Context: an optimization exercise on an open-source flow, tuned for small area and a short achievable clock period. The choices shown serve that exercise and are no tape-out recipe. Where RTL was checked, it was by simulation tests only, not by an equivalence proof against the original. Function not checked in run 4: the RTL went through the layout flow alone. No driver is modelled on the clock port, so clock power and skew are understated where the tree is cut down; a real chip needs a root buffer or a tree. Power figures rest on the tool's default switching activity, not on a simulated workload.

File: flow/design.v
package accel_pkg;
    localparam int cfg_w = 10;
    localparam int pe_count = 4;
    localparam int window_cols = pe_count + 2;
    localparam int ifmap_buf_depth = 192;
    localparam int filter_buf_depth = 128;
    localparam int ifmap_buf_aw = $clog2(ifmap_buf_depth);
    localparam int filter_buf_aw = $clog2(filter_buf_depth);
    localparam int result_count = 16;
    localparam int result_sel_w = $clog2(result_count);
    localparam int max_ci = ifmap_buf_depth / window_cols;
endpackage
`timescale 1ns/10ps
module accel_controller #(
    parameter int SRAM_ADDR_W = 17
) (
    input  logic                                  clk,
    input  logic                                  rst,
    input  logic                                  start,
    input  logic [accel_pkg::cfg_w-1:0]           confi,
    output logic [SRAM_ADDR_W-1:0]                ifmap_sram_addr,
    output logic [SRAM_ADDR_W-1:0]                filter_sram_addr,
    output logic                                  ifmap_sram_ren,
    output logic                                  filter_sram_ren,
    output logic [accel_pkg::ifmap_buf_aw-1:0]    ifmap_buffer_waddr,
    output logic                                  ifmap_buffer_wen,
    output logic [accel_pkg::filter_buf_aw-1:0]   filter_buffer_waddr,
    output logic                                  filter_buffer_wen,
    output logic [accel_pkg::pe_count-1:0][accel_pkg::ifmap_buf_aw-1:0]  ifmap_raddr,
    output logic [accel_pkg::pe_count-1:0]                               ifmap_ren,
    output logic [accel_pkg::pe_count-1:0][accel_pkg::filter_buf_aw-1:0] filter_raddr,
    output logic [accel_pkg::pe_count-1:0]                               filter_ren,
    output logic [accel_pkg::result_sel_w-1:0]    result_sel,
    output logic                                  post_unit_wen
);
    logic [3:0] cs;          
    logic       r_i, r_f;    
    logic       w_i, w_f;    
    logic [3:0] pen;         
    logic       q;           
    logic       ts_r;        
    logic [7:0]  pc;         
    logic        nc0;        
    logic [9:0]  h_r;
    logic [11:0] wr;         
    logic [5:0]  ci_r;
    logic [6:0]  e_c;        
    logic [7:0]  cc;         
    logic [9:0]  rr;         
    logic [7:0]  gg;         
    logic        cl_r, rl_r;
    logic        ds_r;       
    logic [16:0] hw5;        
    logic [16:0] a_r;        
    logic [2:0]  ik;
    logic        k5;
    logic        xs_r, xf_r;    
    logic [4:0]  ich;
    logic [14:0] f_r;        
    logic        fe_r;
    logic [5:0]  y0h, y1h, y2h, y3h;
    logic [3:0]  x1h, x2h, x3h;
    logic [9:0] w_r;
    logic busy, accept, ds, pc_clr, iend, gl;
    logic [4:0] cim1;
    assign w_r = wr[9:0];
    assign busy = r_i | w_i | (|pen) | q;
    assign accept = start && (cs == 4'd0) && !busy;
    assign cim1 = 5'(ci_r - 6'd1);
    assign ds = pen[3] && !pen[2];
    assign pc_clr = (r_i ^ w_i) || ds_r;
    assign iend = k5 && (ich == 5'd0);
    assign gl = cl_r && rl_r;
    always_ff @(posedge clk or posedge rst)
    begin
        if (rst)
        begin
            cs <= 4'd0;
            r_i <= 1'b0;
            r_f <= 1'b0;
            w_i <= 1'b0;
            w_f <= 1'b0;
            pen <= 4'd0;
            q <= 1'b0;
            ts_r <= 1'b0;
            xs_r <= 1'b0;
            xf_r <= 1'b0;
        end
        else
        begin
            if (cs == 4'd0)
                cs <= {3'd0, accept};
            else if (cs == 4'd8)
                cs <= 4'd0;
            else
                cs <= cs + 4'd1;
            xs_r <= xs_n;
            xf_r <= xf_n;
            ts_r <= (cs == 4'd3) || (q && (pc[3:0] == 4'd14) && (gg != 8'd0));
            if (ts_r)
                r_i <= 1'b1;
            else if (iend)
                r_i <= 1'b0;
            if (ts_r)
                r_f <= 1'b1;
            else if (fe_r)
                r_f <= 1'b0;
            w_i <= r_i;
            w_f <= r_f;
            if (w_i && !r_i)
                pen[0] <= 1'b1;
            else if (pc[4:0] == cim1)
                pen[0] <= 1'b0;
            pen[3:1] <= pen[2:0];
            if (ds)
                q <= 1'b1;
            else if (pc[3:0] == 4'd15)
                q <= 1'b0;
        end
    end
    logic [11:0] bd_r;       
    logic        bn_r;       
    logic        bf_r, be_r;   
    logic [11:0] bmag;
    logic        bo, bt;
    logic [16:0] badd;
    logic [17:0] bsum;
    logic [14:0] bacc;
    logic        x2, x1, x0;
    assign x2 = (cs == 4'd2) ? 1'b0 : wr[9];
    assign x1 = (cs == 4'd2) ? 1'b0 : wr[8];
    assign x0 = (cs == 4'd2) ? confi[9] : wr[7];
    assign bo = x1 ^ x0;
    assign bt = (x2 && !x1 && !x0) || (!x2 && x1 && x0);
    assign bmag = bo ? {2'd0, h_r} : (bt ? {1'd0, h_r, 1'b0} : 12'd0);
    assign badd = {{5{bn_r}}, bd_r};
    assign bacc = bf_r ? 15'd31 : hw5[14:0];
    assign bsum = {bacc, 1'b1, be_r, 1'b1} + {badd, bn_r};
    always_ff @(posedge clk)
    begin
        if (cs == 4'd1)
            h_r <= confi;
        if (cs == 4'd2)
            wr <= {2'b00, confi};
        else if (cs >= 4'd3 && cs <= 4'd8)
            wr <= {wr[9:0], wr[11:10]};
        bd_r <= x2 ? ~bmag : bmag;
        bf_r <= (cs == 4'd2);
        be_r <= (cs != 4'd6);
        bn_r <= x2;
        if (cs == 4'd3)
            ci_r <= confi[5:0];
        if (cs >= 4'd3 && cs <= 4'd8)
            hw5 <= bsum[17:1];
    end
    always_ff @(posedge clk)
    begin
        ds_r <= pen[2] && !pen[1];
        if (cs == 4'd3)
            cl_r <= (w_r[9:2] == {6'd0, ~w_r[1], w_r[1]});
        else if (cs < 4'd4 || cs > 4'd8)
            cl_r <= (cc == {6'd0, ~w_r[1], w_r[1]});
        rl_r <= (rr == 10'd1);
        if (cs == 4'd3 || (ds_r && cl_r))
            cc <= w_r[9:2];
        else if (ds_r)
            cc <= cc - 8'd1;
        if (cs == 4'd2 || (ds_r && cl_r && rl_r))
            rr <= h_r;
        else if (ds_r && cl_r)
            rr <= rr - 10'd1;
        if (cs == 4'd4)
            gg <= confi[9:2];
        else if (ds_r && cl_r && rl_r)
            gg <= gg - 8'd1;
    end
    logic [16:0] asum;
    logic [7:0]  astep;      
    logic        xn_r;       
    logic        k5_n, fil_n, xs_n, xf_n;
    logic [7:0]  dm;
    assign fil_n = ts_r || (r_i && !iend);
    assign k5_n = !ts_r && !k5 && (ik == 3'd4) && fil_n;
    assign xs_n = (r_i && iend) || (xs_r && (ich != 5'd0));
    assign xf_n = xs_r && (ich == 5'd0);
    assign dm = 8'((cl_r ? 8'(4'd6 + {~w_r[1], w_r[0]}) : 8'd4) - {ci_r, 2'b00});
    assign asum = a_r + {(k5 ? hw5[16:8] : (xs_r ? ~hw5[16:8] : {9{xn_r}})), astep};
    always_ff @(posedge clk)
    begin
        if (k5_n)
            astep <= hw5[7:0];
        else if (xs_n)
            astep <= ~hw5[7:0];
        else if (xf_n)
            astep <= dm;
        else
            astep <= {7'd0, fil_n};
        xn_r <= xf_n && dm[7];
        a_r <= (cs == 4'd1 || (xf_r && gl)) ? 17'd0 : asum;
        ik <= (ts_r || k5) ? 3'd0 : ik + 3'd1;
        k5 <= k5_n;
        ich <= (ts_r || (r_i && iend)) ? cim1 : ich - {4'd0, k5 | xs_r};
    end
    logic [14:0] fsum;
    logic        sd_n, fe_n, fph_n;
    logic [7:0]  fa_r;       
    assign e_c = 7'(7'd1 - 7'(3 * ci_r));
    assign sd_n = r_f && w_i && (pc[1:0] == 2'd1);
    assign fe_n = sd_n && (pc[6:2] == cim1);
    assign fph_n = ts_r || (r_f && !fe_r);
    assign fsum = f_r + {{8{fa_r[7]}}, fa_r[6:0]};
    always_ff @(posedge clk)
    begin
        fe_r <= fe_n;
        if (fe_n)
            fa_r <= gl ? 8'd1 : {1'b1, e_c};
        else if (fe_r)
            fa_r <= gl ? 8'd0 : 8'(-{2'd0, ci_r});
        else if (fph_n)
            fa_r <= sd_n ? {1'b1, e_c} : {2'd0, ci_r};
        else
            fa_r <= 8'd0;
        f_r <= (cs == 4'd1) ? 15'd0 : fsum;
    end
    always_ff @(posedge clk)
    begin
        pc <= pc_clr ? 8'd0 : pc + 8'd1;
        nc0 <= pc_clr ? 1'b1 : pc[0];
        y0h <= pc_clr ? 6'd0 : 6'(({y0h, pc[0]} + 7'd3) >> 1);
        y1h <= y0h;
        y2h <= y1h + {5'd0, nc0};
        y3h <= y2h;
        x1h <= pc[4:1];
        x2h <= x1h;
        x3h <= x2h;
    end
    assign ifmap_sram_ren = r_i;
    assign filter_sram_ren = r_f;
    assign ifmap_buffer_wen = w_i;
    assign filter_buffer_wen = w_f;
    assign ifmap_sram_addr = a_r;
    assign filter_sram_addr = {2'b00, f_r};
    assign ifmap_buffer_waddr = pc;
    assign filter_buffer_waddr = pc[6:0];
    assign result_sel = pc[3:0];
    assign post_unit_wen = q;
    assign ifmap_ren = pen;
    assign filter_ren = pen;
    assign filter_raddr[0] = {pc[4:0], 2'd0};
    assign filter_raddr[1] = {x1h, nc0, 2'd1};
    assign filter_raddr[2] = {x2h, pc[0], 2'd2};
    assign filter_raddr[3] = {x3h, nc0, 2'd3};
    assign ifmap_raddr[0] = {y0h, pc[0], 1'b0};
    assign ifmap_raddr[1] = {y1h, nc0, 1'b1};
    assign ifmap_raddr[2] = {y2h, nc0, 1'b0};
    assign ifmap_raddr[3] = {y3h, pc[0], 1'b1};
endmodule
File: flow/flow/run.sh
#!/bin/bash
set -euo pipefail
export BUFFER_PORTS_ARGS="-buffer_cell sky130_fd_sc_hd__buf_2"
ARGS=()
if [[ -f flow/make_args ]]; then read -r -a ARGS < flow/make_args; fi
bash standard.sh "${ARGS[@]}" cts > standard_cts.log 2>&1
R=$PWD/orfs/results/sky130hd/accel_controller/base
cp $R/4_cts.odb $R/4_cts_orig.odb
CTS_ODB=$R/4_cts_orig.odb CTS_ODB_OUT=$R/4_cts.odb openroad -no_init -exit flow/clk_flatten.tcl > clk_flatten.log 2>&1
bash standard.sh "${ARGS[@]}" finish > standard_finish.log 2>&1
File: flow/flow/clk_flatten.tcl
# Clock tree rework after CTS, before routing:
#  1. take the tree's middle level out, so one buffer fans out to all the leaf buffers;
#  3. drop the dummy loads CTS adds for balancing.
# Every register still gets its clock through two buffers: a root and a leaf.
read_db $::env(CTS_ODB)
set block [ord::get_db_block]
set clk_net [$block findNet clk]
set nroots [expr {[info exists ::env(CLK_ROOTS)] ? $::env(CLK_ROOTS) : 4}]
set root ""
foreach it [$clk_net getITerms] {
  if {[[$it getMTerm] getIoType] == "INPUT"} { set root [$it getInst] }
}
set root_master [$root getMaster]
puts "root buffer: [$root getName] ([$root_master getName])"
set root_out [[$root findITerm X] getNet]
# 1. bypass buffers that only drive buffers
set changed 1
while {$changed} {
  set changed 0
  foreach it [$root_out getITerms] {
    set inst [$it getInst]
    if {$inst == $root} { continue }
    if {![string match "*clkbuf*" [[$inst getMaster] getName]]} { continue }
    set xo [$inst findITerm X]
    set onet [$xo getNet]
    if {$onet == "NULL"} { continue }
    set loads {}
    set ok 1
    foreach lt [$onet getITerms] {
      if {[$lt getInst] == $inst} { continue }
      if {![string match "*clkbuf*" [[[$lt getInst] getMaster] getName]] && ![string match "clkload*" [[$lt getInst] getName]]} { set ok 0 }
      lappend loads $lt
    }
    if {!$ok} { continue }
    foreach lt $loads { $lt disconnect; $lt connect $root_out }
    $it disconnect
    $xo disconnect
    puts "bypassed [$inst getName], [llength $loads] loads moved"
    odb::dbInst_destroy $inst
    odb::dbNet_destroy $onet
    set changed 1
    break
  }
}
# 3. dummy loads
foreach inst [$block getInsts] {
  if {[string match "clkload*" [$inst getName]]} {
    puts "removed dummy load [$inst getName] ([[$inst getMaster] getName])"
    foreach it [$inst getITerms] { if {[$it getNet] != "NULL"} { $it disconnect } }
    odb::dbInst_destroy $inst
  }
}
# 2. split the root
set leaves {}
foreach it [$root_out getITerms] {
  if {[$it getInst] == $root} { continue }
  set b [[$it getInst] getBBox]
  lappend leaves [list $it [expr {([$b xMin] + [$b xMax]) / 2}] [expr {([$b yMin] + [$b yMax]) / 2}]]
}
set n [llength $leaves]
if {$nroots > 1 && $n > 1} {
  if {$nroots > $n} { set nroots $n }
  # k-means on the leaf positions, seeded along the x-sorted order
  set sorted [lsort -integer -index 1 $leaves]
  set cents {}
  for {set k 0} {$k < $nroots} {incr k} {
    set l [lindex $sorted [expr {int(($k + 0.5) * $n / $nroots)}]]
    lappend cents [list [lindex $l 1] [lindex $l 2]]
  }
  for {set iter 0} {$iter < 30} {incr iter} {
    set sx [lrepeat $nroots 0]; set sy [lrepeat $nroots 0]; set sc [lrepeat $nroots 0]
    set assign {}
    foreach l $leaves {
      set best 0; set bd -1
      for {set k 0} {$k < $nroots} {incr k} {
        set c [lindex $cents $k]
        set d [expr {abs([lindex $l 1] - [lindex $c 0]) + abs([lindex $l 2] - [lindex $c 1])}]
        if {$bd < 0 || $d < $bd} { set bd $d; set best $k }
      }
      lappend assign $best
      lset sx $best [expr {[lindex $sx $best] + [lindex $l 1]}]
      lset sy $best [expr {[lindex $sy $best] + [lindex $l 2]}]
      lset sc $best [expr {[lindex $sc $best] + 1}]
    }
    for {set k 0} {$k < $nroots} {incr k} {
      if {[lindex $sc $k] > 0} {
        lset cents $k [list [expr {[lindex $sx $k] / [lindex $sc $k]}] [expr {[lindex $sy $k] / [lindex $sc $k]}]]
      }
    }
  }
  set rb [$root getBBox]
  set rw [expr {[$rb xMax] - [$rb xMin]}]
  for {set k 0} {$k < $nroots} {incr k} {
    if {[lindex $sc $k] == 0} { continue }
    set net [odb::dbNet_create $block "clknet_root_$k"]
    $net setSigType CLOCK
    set inst [odb::dbInst_create $block $root_master "clkbuf_root_$k"]
    set c [lindex $cents $k]
    $inst setLocation [expr {[lindex $c 0] - $rw / 2}] [lindex $c 1]
    $inst setPlacementStatus PLACED
    [$inst findITerm A] connect $clk_net
    [$inst findITerm X] connect $net
    foreach it [$inst getITerms] {
      set m [$it getMTerm]
      if {[$m getSigType] == "POWER"} { $it connect [$block findNet VDD] }
      if {[$m getSigType] == "GROUND"} { $it connect [$block findNet VSS] }
    }
    set cnt 0
    foreach l $leaves a $assign {
      if {$a == $k} { set lt [lindex $l 0]; $lt disconnect; $lt connect $net; incr cnt }
    }
    puts "root $k at ([lindex $c 0], [lindex $c 1]) drives $cnt leaf buffers"
  }
  foreach it [$root getITerms] { if {[$it getNet] != "NULL"} { $it disconnect } }
  odb::dbInst_destroy $root
  odb::dbNet_destroy $root_out
  detailed_placement
  check_placement -verbose
}
write_db $::env(CTS_ODB_OUT)
File: flow/standard.sh
#!/bin/bash
# synth_recipe.tcl (not shown) runs the flow's synth.tcl, then flattens the netlist and writes it again
# the make line also repeats each setting of config.mk as NAME=value (left out here)
make -C /OpenROAD-flow-scripts/flow DESIGN_CONFIG=/design/flow/config.mk WORK_HOME=/design/flow/orfs CLKGATE_MAP_FILE= SYNTH_SCRIPT=/design/flow/synth_recipe.tcl "${@:-finish}"
File: flow/config.mk
export PLATFORM = sky130hd
export DESIGN_NAME = accel_controller
export DESIGN_NICKNAME = accel_controller
export VERILOG_FILES = /design/flow/design.v
export SDC_FILE = /design/flow/constraint.sdc
export NUM_CORES = 4
export LEC_CHECK = 0
export CAP_MARGIN = 0
export CORE_MARGIN = 2
export CORE_UTILIZATION = 65
export CTS_BUF_LIST = sky130_fd_sc_hd__clkbuf_16
export CTS_CLUSTER_DIAMETER = 100
export CTS_CLUSTER_SIZE = 30
export PLACE_DENSITY = 0.75
export SETUP_SLACK_MARGIN = 4.9
export SLEW_MARGIN = 0
File: flow/constraint.sdc
create_clock -name core_clock -period 7.5 [get_ports {clk}]
set_input_delay 1.5000 -clock core_clock [delete_from_list [all_inputs] [get_ports {clk}]]
set_output_delay 1.5000 -clock core_clock [all_outputs]
set_load 0.01 [all_outputs]
==> impl_metrics.ini, run 1 <==
[outcome]
outcome = finished clean

[grt]
grt_max_degree = 31
grtUsageTotal = 0.2420
grt-ovfl-total = 0
antenna_found_initial = 0
grt_pass1_vias = 7351
grt_pass1_wl_mm = 35.48

[worst_setup_path]
crit_path_end_kind = register
crit_arrival_ns = 2.51
path_class = register to register
cp-start-kind = register
worstPathRequired_ns = 7.52
path_max_fanout = 5

[sta]
finalSetupViolCount = 0
fin_skew_ns = 0.04903
period_minus_slack_ns = 2.487
rsz0062_at_grt = true
fin_setup_tns_ns = 0
fin_ws_ns = 5.013
final_hold_viol_count = 0
period_share = 0.3315
final_max_slew_viol_count = 0
tightest_slew_ns = 0.6830
slew_headroom = 0.5441
fmax_ghz = 0.4022

[pwr]
powerDensity_nw_per_um2 = 523.7
leakage_nw = 5.335
irDropWorstVdd_mv = 0.2633
total_power_mw = 6.285

[logic_synthesis]
yosys.area.top_type_share = 0.2243
synth-edff-count = 70
synth_top_area_cell = dfxtp_1
synth.avg_cell_area_um2 = 9.989
synth_area_leaders = dfxtp_1 (22%), edfxtp_1 (19%), ha_1 (9.2%), xnor2_1 (5.3%), dfrtp_1 (3.6%)
syn_inst = 1099
syn_area_um2 = 10980
synth_cell_types = 73
synth-seq-cells = 209
yosys_warnings = 1
async_reset_ff_frac = 0.07656
yosysSeqAreaShare = 0.4522
synth_ff_type = dfxtp_1

[floorplan]
die_x_um = 134.0
die_y_um = 134.0
start_util = 0.6643
die_area_um2 = 17950
num_rows = 47
core_region_area_um2 = 16520
ios = 139

[drt]
via_per_inst = 5.621
drc = 0
drtPass1Iterations = 5
avgRoutedWirePerCell_um = 15.45
final_antenna_net_count = 0
routed_wl_mm = 21.85
vias = 7948
drt-initial-drc-count = 449

[cells_and_area]
nFillCells = 1251
syn_to_final_growth_pct = 9.335
diodes = 0
final_cell_mix = buf_2 (124), dfxtp_1 (113), nand2_1 (99)
final_common_cell = buf_2
fin_util = 0.7264
drive_above_1_share = 0.1742
fin_nets = 1295

[place]
hpwl_mm = 16.21
portBuffers = 124
pre_cts_ws_ns = 4.601
gp_congestion = 0.9001

[worst_hold_path]
hp-class = register to register

[clock_network]
clk_pin_slew_ns = 0.11
clk_latency_ns = 0.32
clock_sinks = 209

[flow_run]
max-cap-violations = 0
## worst paths after layout
path                                  start           endpoint  slack (ns)  depth (start not counted)
max                        hw5[1]$_DFFE_PP_  hw5[14]$_DFFE_PP_        5.01                          8
min                          y2h[5]$_DFF_P_     y3h[5]$_DFF_P_        0.31                          0
max reg2reg                hw5[1]$_DFFE_PP_  hw5[14]$_DFFE_PP_        5.01                          8
min reg2reg                  y2h[5]$_DFF_P_     y3h[5]$_DFF_P_        0.31                          0
max in group asynchronous               rst     xs_r$_DFF_PP0_        5.76                          2
min in group asynchronous               rst    cs[2]$_DFF_PP0_        1.27                          2
## cell families after synthesis
family                   count (synthesis)  share of synthesized area
other                                    2                  0.0006841
AO/OA/AOI/OAI                          250                     0.1508
XOR/XNOR                               106                    0.08719
adder cells (fa/ha/maj)                 86                     0.1014
AND/OR/NAND/NOR                        315                     0.1387
buffers and inverters                  117                    0.05516
multiplexers                            14                    0.01379
flip-flops                             209                     0.4522
## synthesized netlist by cell type (9+ instances only)
| cell type | count |
|---|---|
| a22oi_1 | 9 |
| mux2i_1 | 10 |
| xor2_1 | 36 |
| xnor2_1 | 67 |
| nor2b_1 | 22 |
| o21a_1 | 15 |
| nand2_1 | 100 |
| nor2_1 | 81 |
| dfrtp_1 | 16 |
| a21oi_1 | 54 |
| a211oi_1 | 22 |
| clkbuf_1 | 16 |
| and3_1 | 9 |
| nor3_1 | 21 |
| edfxtp_1 | 70 |
| a21o_1 | 30 |
| nand3_1 | 19 |
| o21ai_0 | 54 |
| dfxtp_1 | 123 |
| ha_1 | 81 |
| and2_1 | 9 |
| buf_4 | 42 |
| a31oi_1 | 11 |
| inv_1 | 48 |
## per-stage QoR
stage	cells	hold WS, ns	area (µm²)
6_report	1414	0.3140	12000
3_5_place_dp	1389	0.3308	11510
2_1_floorplan	1111	0.3817	11020
3_3_place_gp	1389	0.3294	11510
5_1_grt	1414	0.3240	12000
4_1_cts	1408	0.3373	11880
## area by class of cell
| class | count | area (µm²) | area share |
|---|---|---|---|
| flip-flops and latches | 209 | 4990 | 0.4157 |
| well taps | 220 | 275.3 | 0.02293 |
| multi-input cells | 785 | 5520 | 0.4599 |
| repair buffers | 138 | 725.7 | 0.06046 |
| clock buffers | 8 | 200.2 | 0.01668 |
| plain buffers | 4 | 100.1 | 0.008339 |
| inverters | 50 | 191.4 | 0.01595 |
## per-layer routing
layer	track usage	share of wire	vias to the layer above	wire [µm]
li1	-	-	4027	-
met1	0.3373	0.47	3747	10350
met2	0.4085	0.48	154	10400
met3	0.03477	0.038	20	837
met4	0.04433	0.012	0	268
met5	0	0	-	0
## where the power goes
part	internal (mW)	total (mW)	switching [mW]	leakage, nW
Sequential	1.85	2.28	0.423	1.87
Combinational	1.50	3.40	1.90	3.31
Clock	0.288	0.611	0.322	0.148
Total	3.64	6.29	2.64	5.34
## critical path: stages, from the launching register on
cell and delay, ns:
edfxtp_1 0.41, or2_2 0.31, ha_4 0.25, a21o_1 0.20, a211o_1 0.32, o2111ai_2 0.18
nand2_2 0.09, o41ai_2 0.33, xnor2_1 0.10
## registers in the layout, indices dropped and copies added (netlist names), 4 cells and up
register  flops
a_r          17
astep         8
bd_r         12
cc            8
ci_r          6
cs            4
f_r          15
fa_r          8
gg            8
h_r          10
hw5          17
ich           5
pc            8
pen           4
rr           10
wr           12
x1h           4
x2h           4
x3h           4
y0h           6
y1h           6
y2h           6
y3h           6
## repair_timing
action,4_1_cts,5_1_grt
gates resized for setup,18,17
cloned,0,0
setup endpoints to repair,48,37
setup buffers,2,11
pin swaps,0,3
hold buffers,0,0
==> inputs of run 2 (changes only) <==
--- a/flow/config.mk
+++ b/flow/config.mk
@@ -6,5 +6,5 @@
 export NUM_CORES = 4
 export LEC_CHECK = 0
-export CAP_MARGIN = 0
+export CAP_MARGIN = 20
 export CORE_MARGIN = 2
 export CORE_UTILIZATION = 65
@@ -14,3 +14,4 @@
 export PLACE_DENSITY = 0.75
 export SETUP_SLACK_MARGIN = 4.9
-export SLEW_MARGIN = 0
+export SLEW_MARGIN = 20
+export TNS_END_PERCENT = 20
==> run 2 against run 1 <==
Compared with the run above:
- still clean on timing, DRC and antenna
- clock power hardly changed
- via count shrank 0.70%
- power is 0.59% lower
- setup slack got worse by 0.12 ns
- die area stayed put
- clock-buffer cell count stayed put
- wire length fell by 0.60%
- largest cell class unchanged
==> impl_metrics.ini, run 2 <==
[grt]
met2_usage = 0.4080
grt_max_degree = 31
antenna_found_initial = 0
grt_pass1_vias = 7346
grt_util_met3 = 0.03590
grtUsageTotal = 0.2412
grt-ovfl-total = 0
gr-usage-met1 = 0.3351
grt_pass1_wl_mm = 35.44
busiest_layer = met2

[cells_and_area]
final_common_cell = buf_2
syn_to_final_growth_pct = 8.936
fin_util = 0.7237
diodes = 0
reg_top3 = a_r x17, hw5 x17, f_r x15
drive_above_1_share = 0.1626
final_cell_mix = buf_2 (124), dfxtp_1 (119), nand2_1 (100)
fin_nets = 1294

[worst_setup_path]
worstPathRequired_ns = 6.00
crit_arrival_ns = 1.10
reg2reg_depth = 8
critPathTopFamily = flip-flops
reg2reg_setup_slack_ns = 4.98
cpMaxStageDelayCell = dfxtp_1
path_max_fanout = 11
crit_buf_inv = 1
cp-start-kind = register
r2r-end = hw5[13]$_DFFE_PP_
reg2reg_from = hw5[0]$_DFFE_PP_
slowest_delay_ns = 0.59
crit_chain = buf_2
path_class = register to primary output
crit_path_end_kind = primary output

[logic_synthesis]
synth_ff_type = dfxtp_1
yosysSeqAreaShare = 0.4522
synth_cell_types = 73
synth-seq-cells = 209
synth_top_area_cell = dfxtp_1
yosys_warnings = 1
async_reset_ff_frac = 0.07656
yosys.cell_count.top_type = dfxtp_1
yosys-top-cells-count = dfxtp_1 (123), nand2_1 (100), ha_1 (81), nor2_1 (81), edfxtp_1 (70)
synth.avg_cell_area_um2 = 9.989
syn_area_um2 = 10980
synth-edff-count = 70
yosys.area.top_type_share = 0.2243
synth_area_leaders = dfxtp_1 (22%), edfxtp_1 (19%), ha_1 (9.2%), xnor2_1 (5.3%), dfrtp_1 (3.6%)
syn_inst = 1099

[sta]
finalSetupViolCount = 0
fin_skew_ns = 0.04630
fin_setup_tns_ns = 0
period_share = 0.3470
rsz0062_at_grt = true
final_max_slew_viol_count = 0
slew_headroom = 0.5390
tightest_slew_ns = 0.6907
final_hold_viol_count = 0
fmax_ghz = 0.3843
period_minus_slack_ns = 2.602

[pwr]
powerDensity_nw_per_um2 = 522.5
irDropWorstVdd_mv = 0.2619
p_switching_mw = 2.618
p_clk_frac = 0.097
power_frac_seq = 0.365
p_int_mw = 3.631
pwr-share-comb = 0.538
switching_share = 0.4190
leakage_nw = 5.331

[drt]
avgRoutedWirePerCell_um = 15.37
via_per_inst = 5.585
routed_wl_mm = 21.72
drtPass1Iterations = 5
vias = 7892
drc = 0
drt-initial-drc-count = 430
final_antenna_net_count = 0

[clock_network]
clock_sinks = 209
clk_pin_slew_ns = 0.11
clk_latency_ns = 0.32

[worst_hold_path]
hp-class = register to register
min-delay-start = y2h[5]$_DFF_P_
worst_hold_path.endpoint = y3h[5]$_DFF_P_
whs_path_depth = 0

[floorplan]
die_area_um2 = 17950
start_util = 0.6643
die_x_um = 134.0
ios = 139
core_region_area_um2 = 16520
die_y_um = 134.0
num_rows = 47

[place]
portBuffers = 124
hpwl_mm = 16.21
gp_congestion = 0.9001

[flow_run]
max-cap-violations = 0

[outcome]
outcome = finished clean
## run 2: cell counts after synthesis
No cell type changed its count.
## run 2: area by class of cell
cell class                 count  area (µm²)
multi-input combinational    785        5498
fill                        1257        4566
clock buffer                   8       200.2
tap                          220       275.3
buffer                         4       100.1
timing repair buffer         137       718.2
sequential                   209        4976
inverter                      50       191.4
## run 2: timing repair
item,in CTS,in global routing
cloned,0,0
buffers inserted,0,12
pin swaps,0,3
setup endpoints to repair,48,47
hold buffers,0,0
gates resized for setup,8,12
## run 2: metrics by stage
stage          power [mW]  setup slack (ns)  std cells  hold slack [ns]  cell area (µm²)
6_report            6.249             4.898       1413           0.3161            11960
5_1_grt             6.781             4.831       1413           0.3260            11960
4_1_cts             6.238             4.728       1406           0.3373            11850
3_5_place_dp        5.575             4.601       1389           0.3308            11510
3_3_place_gp        5.489             4.693       1389           0.3294            11510
2_1_floorplan       4.821             5.055       1111           0.3817            11020
## run 2: layer usage
metal  vias up  routed length [µm]
met5         -                   0
met4         0                 300
met3        22                 953
met2       164               10330
met1      3693               10140
li1       4013                   -
## run 2: power groups by stage
stage / combinational (mW) / clock, mW / sequential [mW]
2_1_floorplan: 2.58 / 0 / 2.24
3_3_place_gp: 3.20 / 0 / 2.29
3_5_place_dp: 3.27 / 0 / 2.31
4_1_cts: 3.29 / 0.662 / 2.29
5_1_grt: 3.78 / 0.656 / 2.35
6_report: 3.36 / 0.608 / 2.28
## run 2: cell families after synthesis
kind of cell,after synthesis,share of synthesized area
xor gates and xnor gates,106,0.08719
and+or+nand+nor,315,0.1387
DFF,209,0.4522
other,2,0.0006841
AOI/OAI and AO/OA,250,0.1508
muxes,14,0.01379
buffers and inverters,117,0.05516
adders and majority gates,86,0.1014
## run 2: worst max-delay path by stage
stage	end	from	slack, ns	depth (start not counted)
final	ifmap_buffer_waddr[3]	pc[3]$_SDFF_PP0_	4.90	1
after global routing	hw5[13]$_DFFE_PP_	hw5[0]$_DFFE_PP_	4.83	8
after CTS	ifmap_buffer_waddr[3]	pc[3]$_SDFF_PP0_	4.73	1
after detailed placement	a_r[13]$_SDFF_PP0_	xs_r$_DFF_PP0_	4.60	10
after global placement	a_r[13]$_SDFF_PP0_	xs_r$_DFF_PP0_	4.69	10
after floorplan	hw5[14]$_DFFE_PP_	bf_r$_DFF_P_	5.05	9
==> inputs of run 3 (changes only) <==
--- a/flow/config.mk
+++ b/flow/config.mk
@@ -15,3 +15,2 @@
 export SETUP_SLACK_MARGIN = 4.9
 export SLEW_MARGIN = 20
-export TNS_END_PERCENT = 20
==> run 3 against run 2 <==
Compared with the run above:
- fmax rose by 4.7%
- core utilization up 0.27 points
- power grew 0.59%
- largest cell class unchanged
==> impl_metrics.ini, run 3 <==
[place]
gp_congestion = 0.9001
hpwl_mm = 16.21
placed_area_um2 = 11510
portBuffers = 124
pre_cts_ws_ns = 4.601

[sta]
fin_hold_ws_ns = 0.3140
period_minus_slack_ns = 2.487
slew_headroom = 0.5441
period_share = 0.3315
fin_skew_ns = 0.04903
tightest_slew_ns = 0.6830
final_hold_viol_count = 0
finalSetupViolCount = 0
fin_setup_tns_ns = 0
fin_ws_ns = 5.013
fmax_ghz = 0.4022
final_max_slew_viol_count = 0
rsz0062_at_grt = true

[worst_setup_path]
path_max_fanout = 5
crit_buf_inv = 0
slowest_delay_ns = 0.41
crit_start = hw5[1]$_DFFE_PP_
crit_path_end_kind = register
path_class = register to register
reg2reg_depth = 8
r2r-end = hw5[14]$_DFFE_PP_
critPathTopFamily = compound AO/OA/AOI/OAI gates
reg2reg_from = hw5[1]$_DFFE_PP_
cpMaxStageDelayCell = edfxtp_1
reg2reg_setup_slack_ns = 5.01
crit_arrival_ns = 2.51
worstPathRequired_ns = 7.52
cp-start-kind = register
crit_chain = or2_2, ha_4, a21o_1, a211o_1, o2111ai_2, nand2_2, o41ai_2, xnor2_1

[grt]
grt_pass1_wl_mm = 35.48
grtUsageTotal = 0.2420
antenna_found_initial = 0
grt_max_degree = 31
grt_pass1_vias = 7351
grt-ovfl-total = 0

[drt]
drc = 0
drtPass1Iterations = 5
avgRoutedWirePerCell_um = 15.45
drt-initial-drc-count = 449
final_antenna_net_count = 0
vias = 7948
via_per_inst = 5.621
routed_wl_mm = 21.85

[logic_synthesis]
synth.avg_cell_area_um2 = 9.989
syn_area_um2 = 10980
synth_area_leaders = dfxtp_1 (22%), edfxtp_1 (19%), ha_1 (9.2%), xnor2_1 (5.3%), dfrtp_1 (3.6%)
async_reset_ff_frac = 0.07656
yosys_warnings = 1
syn_inst = 1099
yosys.area.top_type_share = 0.2243
yosys.cell_count.top_type = dfxtp_1
synth-seq-cells = 209
yosysSeqAreaShare = 0.4522
yosys-top-cells-count = dfxtp_1 (123), nand2_1 (100), ha_1 (81), nor2_1 (81), edfxtp_1 (70)
synth_ff_type = dfxtp_1
synth_cell_types = 73
synth_top_area_cell = dfxtp_1
synth-edff-count = 70

[floorplan]
start_util = 0.6643
core_region_area_um2 = 16520
die_y_um = 134.0
die_x_um = 134.0
ios = 139
die_area_um2 = 17950
num_rows = 47

[cells_and_area]
reg_top3 = a_r x17, hw5 x17, f_r x15
final_area_um2 = 12000
syn_to_final_growth_pct = 9.335
fin_util = 0.7264
fin_nets = 1295
final_common_cell = buf_2
diodes = 0
drive_above_1_share = 0.1742
final_cell_mix = buf_2 (124), dfxtp_1 (113), nand2_1 (99)

[worst_hold_path]
min-delay-start = y2h[5]$_DFF_P_
worst_hold_path.endpoint = y3h[5]$_DFF_P_
whs_path_depth = 0
hp-class = register to register

[pwr]
leakage_nw = 5.335
irDropWorstVdd_mv = 0.2633
powerDensity_nw_per_um2 = 523.7

[flow_run]
max-cap-violations = 0

[clock_network]
clk_latency_ns = 0.32
clk_pin_slew_ns = 0.11
clock_sinks = 209

[outcome]
outcome = finished clean
==> run 3: final cells by class <==
class	count	area, µm²
clock buffer	8	200.2
inverter	50	191.4
timing repair buffer	138	725.7
sequential	209	4990
tap	220	275.3
fill	1251	4522
buffer	4	100.1
multi-input combinational	785	5520
==> run 3: worst max path at each step <==
stage / to / depth (start not counted)
final: hw5[14]$_DFFE_PP_ / 8
after global routing: a_r[14]$_SDFF_PP0_ / 8
after CTS: filter_buffer_waddr[4] / 1
after detailed placement: a_r[13]$_SDFF_PP0_ / 10
after global placement: a_r[13]$_SDFF_PP0_ / 10
after floorplan: hw5[14]$_DFFE_PP_ / 9
==> run 3: cell families (layout without fill, tap and decap cells) <==
kind of cell	after synthesis	count (layout)	share of synthesized area
other cells	2	14	0.0006841
simple gates	315	315	0.1387
fa+ha+maj	86	86	0.1014
compound gates	250	250	0.1508
flops	209	209	0.4522
xor+xnor	106	106	0.08719
mux	14	14	0.01379
buf+inv	117	200	0.05516
==> run 3: power by group <==
group | internal [mW] | leakage (nW) | switching [mW]
sequential | 1.85 | 1.87 | 0.423
combinational | 1.50 | 3.31 | 1.90
clock | 0.288 | 0.148 | 0.322
==> run 3: through the flow <==
step | total power [mW] | std cells
floorplan | 4.821 | 1111
global placement | 5.489 | 1389
detailed placement | 5.575 | 1389
CTS | 6.247 | 1408
global route | 6.813 | 1414
finish | 6.285 | 1414
==> run 3: per-layer routing <==
layer,vias to the layer above,GRT usage,part of all wire
met2,154,0.4085,0.48
met5,-,0,0
met3,20,0.03477,0.038
met1,3747,0.3373,0.47
met4,0,0.04433,0.012
li1,4027,-,-
==> run 3: timing repair <==
action | 4_1_cts | 5_1_grt
pin swaps | 0 | 3
setup buffers | 2 | 11
gates resized for setup | 18 | 17
setup endpoints to repair | 48 | 37
hold buffers | 0 | 0
==> inputs of run 4 (changes only) <==
--- a/flow/design.v
+++ b/flow/design.v
@@ -184,5 +184,5 @@
     assign xs_n = (r_i && iend) || (xs_r && (ich != 5'd0));
     assign xf_n = xs_r && (ich == 5'd0);
-    assign dm = 8'((cl_r ? 8'(4'd6 + {~w_r[1], w_r[0]}) : 8'd4) - {ci_r, 2'b00});
+    assign dm = 8'((cl_r ? 8'(4'd6 + {~w_r[1], w_r[0]}) : 8'd4) + {1'b1, ~cim1, 2'b00});
     assign asum = a_r + {(k5 ? hw5[16:8] : (xs_r ? ~hw5[16:8] : {9{xn_r}})), astep};
     always_ff @(posedge clk)
@@ -214,7 +214,5 @@
         fe_r <= fe_n;
         if (fe_n)
-            fa_r <= gl ? 8'd1 : {1'b1, e_c};
-        else if (fe_r)
-            fa_r <= gl ? 8'd0 : 8'(-{2'd0, ci_r});
+            fa_r <= gl ? 8'd1 : {1'b1, ~cim1, 2'b01};
         else if (fph_n)
             fa_r <= sd_n ? {1'b1, e_c} : {2'd0, ci_r};
==> run 4 against run 3 <==
Compared with the run above:
- synthesized area fell by 2.3%
- non-clock buffer count did not move
- first-iteration DRC count is 21% lower
- clock skew down 0.012 ns
- worst hold slack improved by 0.037 ns
- final cell count decreased by 1.6%
- critical path depth up 3
- combinational power is 4% lower
- register-to-register slack hardly changed
- sequential cell count unchanged
- critical path type unchanged
==> impl_metrics.ini, run 4 <==
[logic_synthesis]
synth-seq-cells = 209
async_reset_ff_frac = 0.07656
yosysSeqAreaShare = 0.4630
yosys_warnings = 1
synth_cell_types = 72
synth_area_leaders = dfxtp_1 (23%), edfxtp_1 (20%), ha_1 (9.2%), xnor2_1 (4.7%), nand2_1 (4.2%)
yosys-top-cells-count = dfxtp_1 (123), nand2_1 (120), nor2_1 (81), ha_1 (79), edfxtp_1 (70)
synth_ff_type = dfxtp_1
syn_inst = 1082
yosys.cell_count.top_type = dfxtp_1
synth-edff-count = 70
synth.avg_cell_area_um2 = 9.910
syn_area_um2 = 10720
yosys.area.top_type_share = 0.2296
synth_top_area_cell = dfxtp_1

[drt]
drc = 0
drt-initial-drc-count = 353
avgRoutedWirePerCell_um = 15.38
final_antenna_net_count = 0
vias = 7750
routed_wl_mm = 21.41
via_per_inst = 5.568
drtPass1Iterations = 5

[sta]
finalSetupViolCount = 0
slew_headroom = 0.4749
fin_skew_ns = 0.03717
fin_setup_tns_ns = 0
fmax_ghz = 0.4019
final_hold_viol_count = 0
rsz0062_at_grt = true
tightest_slew_ns = 0.7867
period_minus_slack_ns = 2.488
period_share = 0.3317
final_max_slew_viol_count = 0

[flow_run]
max-cap-violations = 0

[floorplan]
num_rows = 46
ios = 139
core_region_area_um2 = 16000
die_y_um = 132.4
die_x_um = 132.4
die_area_um2 = 17540
start_util = 0.6702

[pwr]
p_clk_frac = 0.094
leakage_nw = 5.347
irDropWorstVdd_mv = 0.2463
pwr-share-comb = 0.532
powerDensity_nw_per_um2 = 521.0
switching_share = 0.4173
p_switching_mw = 2.553
p_int_mw = 3.564
power_frac_seq = 0.375

[worst_setup_path]
worstPathRequired_ns = 7.66
crit_path_end_kind = register
path_max_fanout = 10
reg2reg_setup_slack_ns = 5.01
cp-start-kind = register
path_class = register to register
crit_arrival_ns = 2.65

[cells_and_area]
instances_no_fill = 1392
reg_top3 = a_r x17, hw5 x17, f_r x15
final_cell_mix = buf_2 (124), nand2_1 (119), dfxtp_1 (115)
multiInputGateArea_um2 = 5269
syn_to_final_growth_pct = 9.486
fin_nets = 1275
nFillCells = 1227
final_common_cell = buf_2
diodes = 0
seqCellArea_um2 = 4992
drive_above_1_share = 0.1743

[clock_network]
clk_latency_ns = 0.31
clock_sinks = 209
clk_pin_slew_ns = 0.12
cts_hold_buf = 0

[grt]
grt_max_degree = 31
grt_pass1_vias = 6982
grt-ovfl-total = 0
antenna_found_initial = 0
grtUsageTotal = 0.2368
grt_pass1_wl_mm = 34.00

[place]
placedCellCount = 1368
gp_congestion = 0.8863
hpwl_mm = 15.68
portBuffers = 124

[worst_hold_path]
hp-class = register to register

[outcome]
outcome = finished clean
==> run 4: changes by cell type after synthesis, sizes merged, moves of 6 or more <==
cell,change
a211oi,-9
a21oi,-6
nand2,+20
or2,+6
xnor2,-10
xor2,+8
==> run 4: cells by family after synthesis <==
logic type,after synthesis,share of synthesized area
other cells,2,0.0007004
xor+xnor,103,0.08658
mux,10,0.009335
simple gates,332,0.1461
compound gates,220,0.1348
flops,209,0.4630
buf+inv,122,0.05799
fa+ha+maj,84,0.1015
==> run 4: path summary, 6_finish.rpt <==
| path | startpoint | end | cells after the start |
|---|---|---|---|
| max | xs_r$_DFF_PP0_ | a_r[16]$_SDFF_PP0_ | 11 |
| min | y2h[1]$_DFF_P_ | y3h[1]$_DFF_P_ | 0 |
| max reg2reg | xs_r$_DFF_PP0_ | a_r[16]$_SDFF_PP0_ | 11 |
| min reg2reg | y2h[1]$_DFF_P_ | y3h[1]$_DFF_P_ | 0 |
| max in group asynchronous | rst | pen[1]$_DFF_PP0_ | 2 |
| min in group asynchronous | rst | ts_r$_DFF_PP0_ | 2 |
==> run 4: what timing repair did <==
action,4_1_cts,5_1_grt
gates resized for setup,22,13
buffers inserted,2,11
endpoints found under the setup margin,62,27
cloned,0,0
pin swaps,0,4
==> run 4: stage by stage <==
step / total power, mW / utilization / area (µm²) / hold slack [ns] / setup WS [ns]
5_1_grt: 6.638 / 0.7337 / 11740 / 0.3605 / 4.883
3_3_place_gp: 5.348 / 0.7032 / 11250 / 0.3294 / 4.684
4_1_cts: 6.075 / 0.7258 / 11610 / 0.3498 / 4.886
6_report: 6.117 / 0.7337 / 11740 / 0.3513 / 5.012
2_1_floorplan: 4.705 / - / 10770 / 0.3817 / 4.979
3_5_place_dp: 5.433 / 0.7032 / 11250 / 0.3314 / 4.619
==> run 4: per-layer routing <==
| layer | vias to the layer above | global-route usage | share of wire |
|---|---|---|---|
| met5 | - | 0 | 0 |
| met4 | 0 | 0.05018 | 0.011 |
| met3 | 19 | 0.02605 | 0.043 |
| met2 | 175 | 0.4027 | 0.48 |
| met1 | 3648 | 0.3302 | 0.46 |
| li1 | 3908 | - | - |
==> run 4: power by group through the flow <==
stage / clock network (mW) / registers [mW] / logic (mW)
floorplan: 0 / 2.25 / 2.46
global placement: 0 / 2.30 / 3.05
detailed placement: 0 / 2.31 / 3.12
CTS: 0.620 / 2.29 / 3.16
global route: 0.622 / 2.36 / 3.66
finish: 0.573 / 2.29 / 3.25
==> run 4: worst max-delay path, cell delays in order (launching register included) <==
cell	delay [ns]
dfrtp_2	0.49
nor2_4	0.17
buf_4	0.14
a211oi_1	0.04
a21o_1	0.21
ha_1	0.36
a21o_1	0.18
a21oi_1	0.19
o21ai_0	0.10
a21oi_1	0.22
nand3_1	0.10
nor3b_1	0.14
==> run 4: area by class of cell <==
class,instances,area share
repair buffers,138,0.06181
inverters,55,0.01769
well taps,216,0.02302
flip-flops and latches,209,0.4252
clock buffers,7,0.01492
multi-input cells,763,0.4488
plain buffers,4,0.008526
==> inputs of run 5 (changes only) <==
--- a/flow/design.v
+++ b/flow/design.v
@@ -177,5 +177,6 @@
     logic [16:0] asum;
     logic [7:0]  astep;      
-    logic        xn_r;       
+    logic [8:0]  xu_r;       
+    logic        ac_r;       
     logic        k5_n, fil_n, xs_n, xf_n;
     logic [7:0]  dm;
@@ -185,5 +186,5 @@
     assign xf_n = xs_r && (ich == 5'd0);
     assign dm = 8'((cl_r ? 8'(4'd6 + {~w_r[1], w_r[0]}) : 8'd4) + {1'b1, ~cim1, 2'b00});
-    assign asum = a_r + {(k5 ? hw5[16:8] : (xs_r ? ~hw5[16:8] : {9{xn_r}})), astep};
+    assign asum = a_r + {xu_r, astep};
     always_ff @(posedge clk)
     begin
@@ -196,6 +197,12 @@
         else
             astep <= {7'd0, fil_n};
-        xn_r <= xf_n && dm[7];
-        a_r <= (cs == 4'd1 || (xf_r && gl)) ? 17'd0 : asum;
+        if (k5_n)
+            xu_r <= hw5[16:8];
+        else if (xs_n)
+            xu_r <= ~hw5[16:8];
+        else
+            xu_r <= {9{xf_n && dm[7]}};
+        ac_r <= accept || (xf_n && gl);
+        a_r <= ac_r ? 17'd0 : asum;
         ik <= (ts_r || k5) ? 3'd0 : ik + 3'd1;
         k5 <= k5_n;
--- a/flow/config.mk
+++ b/flow/config.mk
@@ -13,4 +13,4 @@
 export CTS_CLUSTER_SIZE = 30
 export PLACE_DENSITY = 0.75
-export SETUP_SLACK_MARGIN = 4.9
+export SETUP_SLACK_MARGIN = 5.0
 export SLEW_MARGIN = 20
==> run 5 against run 4 <==
Compared with the run above:
- synthesized cell count up 1.3%
- final cell count up 2.0%
- clock power up 7.2%
- die area up 2.2%
- fmax up 2.6%
- clock skew up 0.0097 ns
- largest cell class unchanged
- largest power group unchanged
==> impl_metrics.ini, run 5 <==
[sta]
fin_setup_tns_ns = 0
slew_headroom = 0.5618
fin_skew_ns = 0.04682
final_max_slew_viol_count = 0
period_share = 0.3233
tightest_slew_ns = 0.6566
fmax_ghz = 0.4124
finalSetupViolCount = 0
final_hold_viol_count = 0
rsz0062_at_grt = true
period_minus_slack_ns = 2.425

[floorplan]
num_rows = 47
die_y_um = 133.9
start_util = 0.6636
die_x_um = 133.9
ios = 139
die_area_um2 = 17930
core_region_area_um2 = 16520

[place]
placed_area_um2 = 11520
hpwl_mm = 15.62
gp_congestion = 0.8494
portBuffers = 124

[outcome]
outcome = finished clean

[cells_and_area]
fin_nets = 1301
multiInputGateArea_um2 = 5296
diodes = 0
drive_above_1_share = 0.1833
final_cell_mix = buf_2 (113), dfxtp_1 (112), nand2_1 (111)
nFillCells = 1234
syn_to_final_growth_pct = 10.33
seqCellArea_um2 = 5169
final_area_um2 = 12100
final_common_cell = buf_2
reg_top3 = a_r x17, hw5 x17, f_r x15

[logic_synthesis]
syn_area_um2 = 10970
synth_top_area_cell = dfxtp_1
synth_cell_types = 82
synth-edff-count = 70
yosys-top-cells-count = dfxtp_1 (132), nand2_1 (112), nor2_1 (95), ha_1 (81), edfxtp_1 (70)
synth-seq-cells = 217
yosys.cell_count.top_type = dfxtp_1
syn_inst = 1096
yosys.area.top_type_share = 0.2410
async_reset_ff_frac = 0.06912
yosys_warnings = 1
synth_ff_type = dfxtp_1
synth_area_leaders = dfxtp_1 (24%), edfxtp_1 (19%), ha_1 (9.2%), xnor2_1 (5.0%), nand2_1 (3.8%)
synth.avg_cell_area_um2 = 10.01
yosysSeqAreaShare = 0.4669

[worst_setup_path]
worstPathRequired_ns = 7.56
cp-start-kind = register
crit_path_end_kind = register
path_class = register to register
reg2reg_from = bf_r$_DFF_P_
crit_start = bf_r$_DFF_P_
reg2reg_depth = 8
path_max_fanout = 15
reg2reg_setup_slack_ns = 5.08
r2r-end = hw5[11]$_DFFE_PP_
crit_arrival_ns = 2.49

[drt]
avgRoutedWirePerCell_um = 14.97
drtPass1Iterations = 5
drc = 0
routed_wl_mm = 21.26
drt-initial-drc-count = 416
vias = 7911
final_antenna_net_count = 0
via_per_inst = 5.571

[clock_network]
clk_pin_slew_ns = 0.11
clock_sinks = 217
clk_latency_ns = 0.30

[pwr]
total_power_mw = 6.338
leakage_nw = 5.398
irDropWorstVdd_mv = 0.2916
powerDensity_nw_per_um2 = 523.9

[grt]
grt_max_degree = 31
grt_pass1_vias = 7342
antenna_found_initial = 0
grt-ovfl-total = 0
grt_pass1_wl_mm = 34.91
grtUsageTotal = 0.2377

[worst_hold_path]
min-delay-start = x2h[0]$_DFF_P_
whs_path_depth = 0
hp-class = register to register
worst_hold_path.endpoint = x3h[0]$_DFF_P_

[flow_run]
max-cap-violations = 0
run 5: changes by cell type after synthesis, moves of 8 or more:
cell | previous run | this run
nand2_1 | 120 | 112
xor2_1 | 44 | 36
nor2_1 | 81 | 95
nor2b_1 | 18 | 27
o21ai_1 | 3 | 15
dfxtp_1 | 123 | 132
o22a_1 | 1 | 11
a21o_1 | 28 | 15
run 5: how the worst max path moves through the flow:
| stage | end | slack (ns) | cells past startpoint |
|---|---|---|---|
| floorplan | hw5[11]$_DFFE_PP_ | 5.04 | 9 |
| global placement | hw5[11]$_DFFE_PP_ | 4.98 | 8 |
| detailed placement | hw5[11]$_DFFE_PP_ | 4.91 | 8 |
| CTS | filter_ren[2] | 4.93 | 1 |
| global route | hw5[11]$_DFFE_PP_ | 4.94 | 8 |
| finish | hw5[11]$_DFFE_PP_ | 5.08 | 8 |
run 5: stage by stage:
step / setup slack, ns / hold slack [ns] / cells / util
4_1_cts: 4.925 / 0.3504 / 1425 / 0.7311
5_1_grt: 4.937 / 0.3635 / 1420 / 0.7321
2_1_floorplan: 5.041 / 0.3817 / 1108 / -
3_3_place_gp: 4.977 / 0.3270 / 1391 / 0.6974
6_report: 5.075 / 0.3508 / 1420 / 0.7321
3_5_place_dp: 4.907 / 0.3312 / 1391 / 0.6974
run 5: cell families after synthesis:
kind of cell	Yosys count	share of synthesized area
compound gates	220	0.1346
xor+xnor	101	0.08329
fa+ha+maj	86	0.1016
buf+inv	121	0.05671
flops	217	0.4669
mux	11	0.01061
other cells	2	0.0006849
simple gates	338	0.1456
run 5: cell type report:
cell class,instances,area share
buffer,4,0.008274
clock buffer,8,0.01655
inverter,56,0.01738
multi-input combinational,770,0.4378
sequential,217,0.4272
tap,220,0.02275
timing repair buffer,145,0.07002
run 5: layer usage:
layer / up-vias / track usage / share of wire
met3: 14 / 0.02683 / 0.048
met2: 202 / 0.4054 / 0.48
li1: 3963 / - / -
met1: 3732 / 0.3305 / 0.46
met5: - / 0 / 0
met4: 0 / 0.04905 / 0.0096
run 5: worst max-delay path, cell delays in order (launching register included):
cell and delay [ns]:
dfxtp_4 0.41, or2_2 0.31, ha_2 0.31, a21oi_1 0.15
nand2_1 0.09, a41o_1 0.32, a221o_1 0.38, a21oi_2 0.15
xnor2_1 0.07
run 5: repair_timing:
action / in CTS / in global routing
hold buffers: 0 / 0
buffers inserted: 17 / 0
hold endpoints to repair: 0 / 0
resized for setup: 40 / 7
setup endpoints to repair: 58 / 25
run 5: where the power goes:
part           switching, mW  total (mW)  internal (mW)
Sequential             0.399        2.32           1.92
Clock                  0.325       0.614          0.289
Combinational           1.88        3.40           1.52
Total                   2.60        6.34           3.73
==> inputs of run 6 (changes only) <==
--- a/flow/config.mk
+++ b/flow/config.mk
@@ -13,4 +13,4 @@
 export CTS_CLUSTER_SIZE = 30
 export PLACE_DENSITY = 0.75
-export SETUP_SLACK_MARGIN = 5.0
+export SETUP_SLACK_MARGIN = 4.9
 export SLEW_MARGIN = 20
==> run 6 against run 5 <==
Compared with the run above:
- still clean
- non-clock buffer count is 13 lower
- register-to-register slack hardly changed
- synthesized area stayed put
- via count is 1.4% lower
- sequential power hardly changed
- die area stayed put
- first-iteration DRC count is 0.24% lower
- largest cell class unchanged
==> impl_metrics.ini, run 6 <==
[cells_and_area]
diodes = 0
syn_to_final_growth_pct = 8.386
multiInputGateArea_um2 = 5271
fin_nets = 1288
final_common_cell = buf_2
final_cell_mix = buf_2 (124), dfxtp_1 (123), nand2_1 (112)
reg_top3 = a_r x17, hw5 x17, f_r x15
nFillCells = 1274
seqCellArea_um2 = 5147
drive_above_1_share = 0.1618

[logic_synthesis]
synth.avg_cell_area_um2 = 10.01
synth_cell_types = 82
async_reset_ff_frac = 0.06912
yosysSeqAreaShare = 0.4669
yosys.area.top_type_share = 0.2410
synth-seq-cells = 217
synth_area_leaders = dfxtp_1 (24%), edfxtp_1 (19%), ha_1 (9.2%), xnor2_1 (5.0%), nand2_1 (3.8%)
yosys-top-cells-count = dfxtp_1 (132), nand2_1 (112), nor2_1 (95), ha_1 (81), edfxtp_1 (70)
synth-edff-count = 70
syn_area_um2 = 10970
synth_top_area_cell = dfxtp_1
synth_ff_type = dfxtp_1
yosys.cell_count.top_type = dfxtp_1
yosys_warnings = 1
syn_inst = 1096

[worst_setup_path]
reg2reg_from = ci_r[2]$_DFFE_PN_
slowest_delay_ns = 0.49
cpMaxStageDelayCell = edfxtp_1
reg2reg_setup_slack_ns = 5.07
crit_path_end_kind = register
cp-start-kind = register
reg2reg_depth = 8
crit_arrival_ns = 2.61
r2r-end = fa_r[7]$_DFF_P_
critPathTopFamily = XOR/XNOR gates
crit_chain = inv_1, ha_1, a21boi_4, xnor2_2, xor2_1, nand3_2, clkinv_1, mux2_1
path_class = register to register
worstPathRequired_ns = 7.68
path_max_fanout = 11
crit_buf_inv = 2

[sta]
finalSetupViolCount = 0
tightest_slew_ns = 0.6524
fin_setup_tns_ns = 0
final_hold_viol_count = 0
slew_headroom = 0.5646
fmax_ghz = 0.4118
period_minus_slack_ns = 2.428
final_max_slew_viol_count = 0
period_share = 0.3238
fin_skew_ns = 0.04535
rsz0062_at_grt = false

[pwr]
irDropWorstVdd_mv = 0.2915
powerDensity_nw_per_um2 = 525.0
pwr-share-comb = 0.527
p_clk_frac = 0.098
leakage_nw = 5.306
p_int_mw = 3.665
total_power_mw = 6.240
power_frac_seq = 0.375
p_switching_mw = 2.574
switching_share = 0.4126

[worst_hold_path]
hp-class = register to register
min-delay-start = x2h[0]$_DFF_P_
worst_hold_path.endpoint = x3h[0]$_DFF_P_
whs_path_depth = 0

[grt]
grt_pass1_wl_mm = 34.32
grt_max_degree = 31
antenna_found_initial = 0
grt_pass1_vias = 7221
grt-ovfl-total = 0
grtUsageTotal = 0.2337

[floorplan]
die_y_um = 133.9
ios = 139
die_x_um = 133.9
start_util = 0.6636
num_rows = 47
die_area_um2 = 17930
core_region_area_um2 = 16520

[place]
hpwl_mm = 15.62
portBuffers = 124
gp_congestion = 0.8494

[clock_network]
clock_sinks = 217
clk_pin_slew_ns = 0.11
clk_latency_ns = 0.30
cts_hold_buf = 0

[drt]
final_antenna_net_count = 0
drt-initial-drc-count = 415
drc = 0
avgRoutedWirePerCell_um = 14.85
drtPass1Iterations = 5
routed_wl_mm = 20.89
via_per_inst = 5.542
vias = 7797

[flow_run]
max-cap-violations = 0

[outcome]
outcome = finished clean
-- run 6: changes by cell type in the layout (fill, tap and decap cells not counted), moves of 3 or more --
cell	previous run	this run
buf_2	113	124
dfxtp_2	11	3
buf_4	21	8
buf_6	11	0
dfxtp_1	112	123
dfxtp_4	9	6
-- run 6: final cells by class --
class | count | share of cell area
flip-flops and latches | 217 | 0.4331
well taps | 220 | 0.02316
inverters | 56 | 0.01769
multi-input cells | 770 | 0.4435
clock buffers | 8 | 0.01684
repair buffers | 132 | 0.05727
plain buffers | 4 | 0.008422
-- run 6: power groups by stage --
| stage | clock [mW] | combinational, mW | sequential [mW] |
|---|---|---|---|
| finish | 0.612 | 3.29 | 2.34 |
| global route | 0.668 | 3.71 | 2.41 |
| CTS | 0.662 | 3.28 | 2.34 |
| detailed placement | 0 | 3.25 | 2.36 |
| global placement | 0 | 3.18 | 2.35 |
| floorplan | 0 | 2.55 | 2.32 |
-- run 6: logic make-up after synthesis --
group	share of synthesized area
mux	0.01061
fa+ha+maj	0.1016
xor+xnor	0.08329
compound gates	0.1346
simple gates	0.1456
buf+inv	0.05671
other cells	0.0006849
flops	0.4669
-- run 6: worst max-delay path by stage --
| stage | start | to | slack (ns) | cells past startpoint |
|---|---|---|---|---|
| global route | cs[0]$_DFF_PP0_ | bd_r[8]$_DFF_P_ | 4.92 | 7 |
| finish | ci_r[2]$_DFFE_PN_ | fa_r[7]$_DFF_P_ | 5.07 | 8 |
| detailed placement | bf_r$_DFF_P_ | hw5[11]$_DFFE_PP_ | 4.91 | 8 |
| floorplan | bf_r$_DFF_P_ | hw5[11]$_DFFE_PP_ | 5.04 | 9 |
| CTS | pc[0]$_SDFF_PP0_ | filter_raddr[2] | 4.90 | 1 |
| global placement | bf_r$_DFF_P_ | hw5[11]$_DFFE_PP_ | 4.98 | 8 |
-- run 6: timing repair --
action	CTS	global route
setup endpoints to repair	31	5
pin swaps	0	0
gates resized for setup	15	2
setup buffers	2	2
cloned	0	0
-- run 6: per-stage QoR --
step / setup WS, ns / area (µm²) / hold slack, ns / util / instances
floorplan: 5.041 / 11010 / 0.3817 / - / 1108
global placement: 4.977 / 11520 / 0.3270 / 0.6974 / 1391
detailed placement: 4.907 / 11520 / 0.3312 / 0.6974 / 1391
CTS: 4.902 / 11880 / 0.3504 / 0.7189 / 1410
global route: 4.917 / 11890 / 0.3637 / 0.7192 / 1407
finish: 5.072 / 11890 / 0.3497 / 0.7192 / 1407
-- run 6: routing by layer --
layer / GRT usage / up-vias / wire [µm] / part of all wire
li1: - / 3936 / - / -
met1: 0.3262 / 3660 / 9848 / 0.47
met2: 0.3932 / 186 / 9861 / 0.47
met3: 0.02797 / 15 / 939 / 0.045
met4: 0.05437 / 0 / 243 / 0.012
met5: 0 / - / 0 / 0
==> inputs of run 7 (changes only) <==
--- a/flow/design.v
+++ b/flow/design.v
@@ -45,5 +45,4 @@
     logic [11:0] wr;         
     logic [5:0]  ci_r;
-    logic [6:0]  e_c;        
     logic [7:0]  cc;         
     logic [9:0]  rr;         
@@ -64,4 +63,5 @@
     logic busy, accept, ds, pc_clr, iend, gl;
     logic [4:0] cim1;
+    logic k5_n, fil_n, xs_n, xf_n;
     assign w_r = wr[9:0];
     assign busy = r_i | w_i | (|pen) | q;
@@ -179,5 +179,4 @@
     logic [8:0]  xu_r;       
     logic        ac_r;       
-    logic        k5_n, fil_n, xs_n, xf_n;
     logic [7:0]  dm;
     assign fil_n = ts_r || (r_i && !iend);
@@ -210,4 +209,5 @@
     end
     logic [14:0] fsum;
+    logic [6:0]  e_c;        
     logic        sd_n, fe_n, fph_n;
     logic [7:0]  fa_r;       
==> run 7 against run 6 <==
Compared with the run above:
- power did not move
- highest routed layer unchanged
- still clean on timing, DRC and antenna
- sequential cell count did not move
- combinational power barely moved
- die area did not move
- critical endpoint unchanged
- first-iteration DRC count did not move
- sequential share of layout area did not move
==> impl_metrics.ini, run 7 <==
[outcome]
outcome = finished clean

[logic_synthesis]
yosys.cell_count.top_type = dfxtp_1
syn_area_um2 = 10970
synth-seq-cells = 217
synth_top_area_cell = dfxtp_1
synth.avg_cell_area_um2 = 10.01
synth_cell_types = 82
yosysSeqAreaShare = 0.4669
synth_ff_type = dfxtp_1
async_reset_ff_frac = 0.06912
synth-edff-count = 70
yosys.area.top_type_share = 0.2410
syn_inst = 1096
yosys-top-cells-count = dfxtp_1 (132), nand2_1 (112), nor2_1 (95), ha_1 (81), edfxtp_1 (70)
yosys_warnings = 1
synth_area_leaders = dfxtp_1 (24%), edfxtp_1 (19%), ha_1 (9.2%), xnor2_1 (5.0%), nand2_1 (3.8%)

[worst_setup_path]
crit_chain = inv_1, ha_1, a21boi_4, xnor2_2, xor2_1, nand3_2, clkinv_1, mux2_1
worstPathRequired_ns = 7.68
crit_buf_inv = 2
critPathTopFamily = XOR/XNOR gates
cp-start-kind = register
reg2reg_depth = 8
cpMaxStageDelayCell = edfxtp_1
path_max_fanout = 11
reg2reg_setup_slack_ns = 5.07
crit_path_end_kind = register
slowest_delay_ns = 0.49
crit_arrival_ns = 2.61
r2r-end = fa_r[7]$_DFF_P_
reg2reg_from = ci_r[2]$_DFFE_PN_
path_class = register to register

[cells_and_area]
final_cell_mix = buf_2 (124), dfxtp_1 (123), nand2_1 (112)
fin_nets = 1288
final_common_cell = buf_2
final_area_um2 = 11890
diodes = 0
syn_to_final_growth_pct = 8.386
drive_above_1_share = 0.1618
reg_top3 = a_r x17, hw5 x17, f_r x15

[drt]
drc = 0
avgRoutedWirePerCell_um = 14.85
routed_wl_mm = 20.89
vias = 7797
drtPass1Iterations = 5
drt-initial-drc-count = 415
via_per_inst = 5.542
final_antenna_net_count = 0

[floorplan]
die_area_um2 = 17930
num_rows = 47
core_region_area_um2 = 16520
ios = 139
start_util = 0.6636
die_x_um = 133.9
die_y_um = 133.9

[clock_network]
clk_latency_ns = 0.30
clk_pin_slew_ns = 0.11
clock_sinks = 217

[grt]
antenna_found_initial = 0
grt_pass1_wl_mm = 34.32
grt-ovfl-total = 0
grt_max_degree = 31
grt_pass1_vias = 7221
grtUsageTotal = 0.2337

[worst_hold_path]
min-delay-start = x2h[0]$_DFF_P_
hp-class = register to register
whs_path_depth = 0
worst_hold_path.endpoint = x3h[0]$_DFF_P_

[sta]
finalSetupViolCount = 0
fin_setup_tns_ns = 0
fin_ws_ns = 5.072
period_minus_slack_ns = 2.428
slew_headroom = 0.5646
final_max_slew_viol_count = 0
final_hold_viol_count = 0
period_share = 0.3238
tightest_slew_ns = 0.6524
rsz0062_at_grt = false
fin_skew_ns = 0.04535
fmax_ghz = 0.4118
fin_hold_ws_ns = 0.3497

[pwr]
total_power_mw = 6.240
powerDensity_nw_per_um2 = 525.0
leakage_nw = 5.306
irDropWorstVdd_mv = 0.2915

[place]
hpwl_mm = 15.62
gp_congestion = 0.8494
portBuffers = 124
placed_area_um2 = 11520
pre_cts_ws_ns = 4.907

[flow_run]
max-cap-violations = 0
[run 7: cell counts after synthesis]
Identical to the previous run, type by type.
[run 7: worst max-delay path by stage]
stage          cells past startpoint                end         startpoint  slack (ns)
2_1_floorplan                      9  hw5[11]$_DFFE_PP_       bf_r$_DFF_P_        5.04
5_1_grt                            7    bd_r[8]$_DFF_P_    cs[0]$_DFF_PP0_        4.92
4_1_cts                            1    filter_raddr[2]   pc[0]$_SDFF_PP0_        4.90
3_5_place_dp                       8  hw5[11]$_DFFE_PP_       bf_r$_DFF_P_        4.91
3_3_place_gp                       8  hw5[11]$_DFFE_PP_       bf_r$_DFF_P_        4.98
6_report                           8    fa_r[7]$_DFF_P_  ci_r[2]$_DFFE_PN_        5.07
[run 7: logic make-up after synthesis]
family | after synthesis | synth area share
XOR/XNOR | 101 | 0.08329
AND/OR/NAND/NOR | 338 | 0.1456
multiplexers | 11 | 0.01061
buffers and inverters | 121 | 0.05671
flip-flops | 217 | 0.4669
other | 2 | 0.0006849
AO/OA/AOI/OAI | 220 | 0.1346
adder cells (fa/ha/maj) | 86 | 0.1016
[run 7: through the flow]
step | cells | util
6_report | 1407 | 0.7192
5_1_grt | 1407 | 0.7192
4_1_cts | 1410 | 0.7189
3_5_place_dp | 1391 | 0.6974
3_3_place_gp | 1391 | 0.6974
2_1_floorplan | 1108 | -
[run 7: layout make-up]
type | count | area [µm²]
multi-input combinational | 770 | 5271
sequential | 217 | 5147
fill | 1274 | 4639
timing repair buffer | 132 | 680.7
tap | 220 | 275.3
inverter | 56 | 210.2
clock buffer | 8 | 200.2
buffer | 4 | 100.1
[run 7: timing repair]
item                                    4_1_cts  5_1_grt
gates cloned                                  0        0
buffers inserted                              2        2
pin swaps                                     0        0
gates resized for setup                      15        2
hold buffers                                  0        0
endpoints found under the setup margin       31        5
[run 7: power by group]
group | internal, mW | switching [mW] | total, mW
combinational | 1.46 | 1.83 | 3.29
sequential | 1.92 | 0.422 | 2.34
clock | 0.289 | 0.323 | 0.612
[run 7: layer usage]
metal | track usage | part of all wire | up-vias | wire [µm]
li1 | - | - | 3936 | -
met1 | 0.3262 | 0.47 | 3660 | 9848
met2 | 0.3932 | 0.47 | 186 | 9861
met3 | 0.02797 | 0.045 | 15 | 939
met4 | 0.05437 | 0.012 | 0 | 243
met5 | 0 | 0 | - | 0

[what the ideal ports hide]
The results above use ideal ports. As a check the final layouts listed here were re-extracted and re-timed, cells and wires unchanged. Step 1 assumes that a clkbuf_16 drives the clock port and a buf_2 every other input. Step 2, shift: input delay + t, output delay - t, t = (earliest + latest rising clock arrival at the registers) / 2. This alone moves slack from input paths to output paths. a / b / c = ideal / step 1 / step 2; a / b = the first two.
run	shift t [ns]	setup slack, ns	worst setup path at the end
run 1	0.388	5.013 / 4.962 / 5.013	register to register
run 2	0.387	4.898 / 4.803 / 4.978	register to register
run 3	0.388	5.013 / 4.962 / 5.013	register to register
run 4	0.389	5.012 / 4.966 / 5.012	register to register
run 5	0.373	5.075 / 5.004 / 5.075	register to register
run 6	0.371	5.072 / 4.991 / 5.072	register to register
run 7	0.371	5.072 / 4.991 / 5.072	register to register
After both steps setup and hold are still met in every run listed.
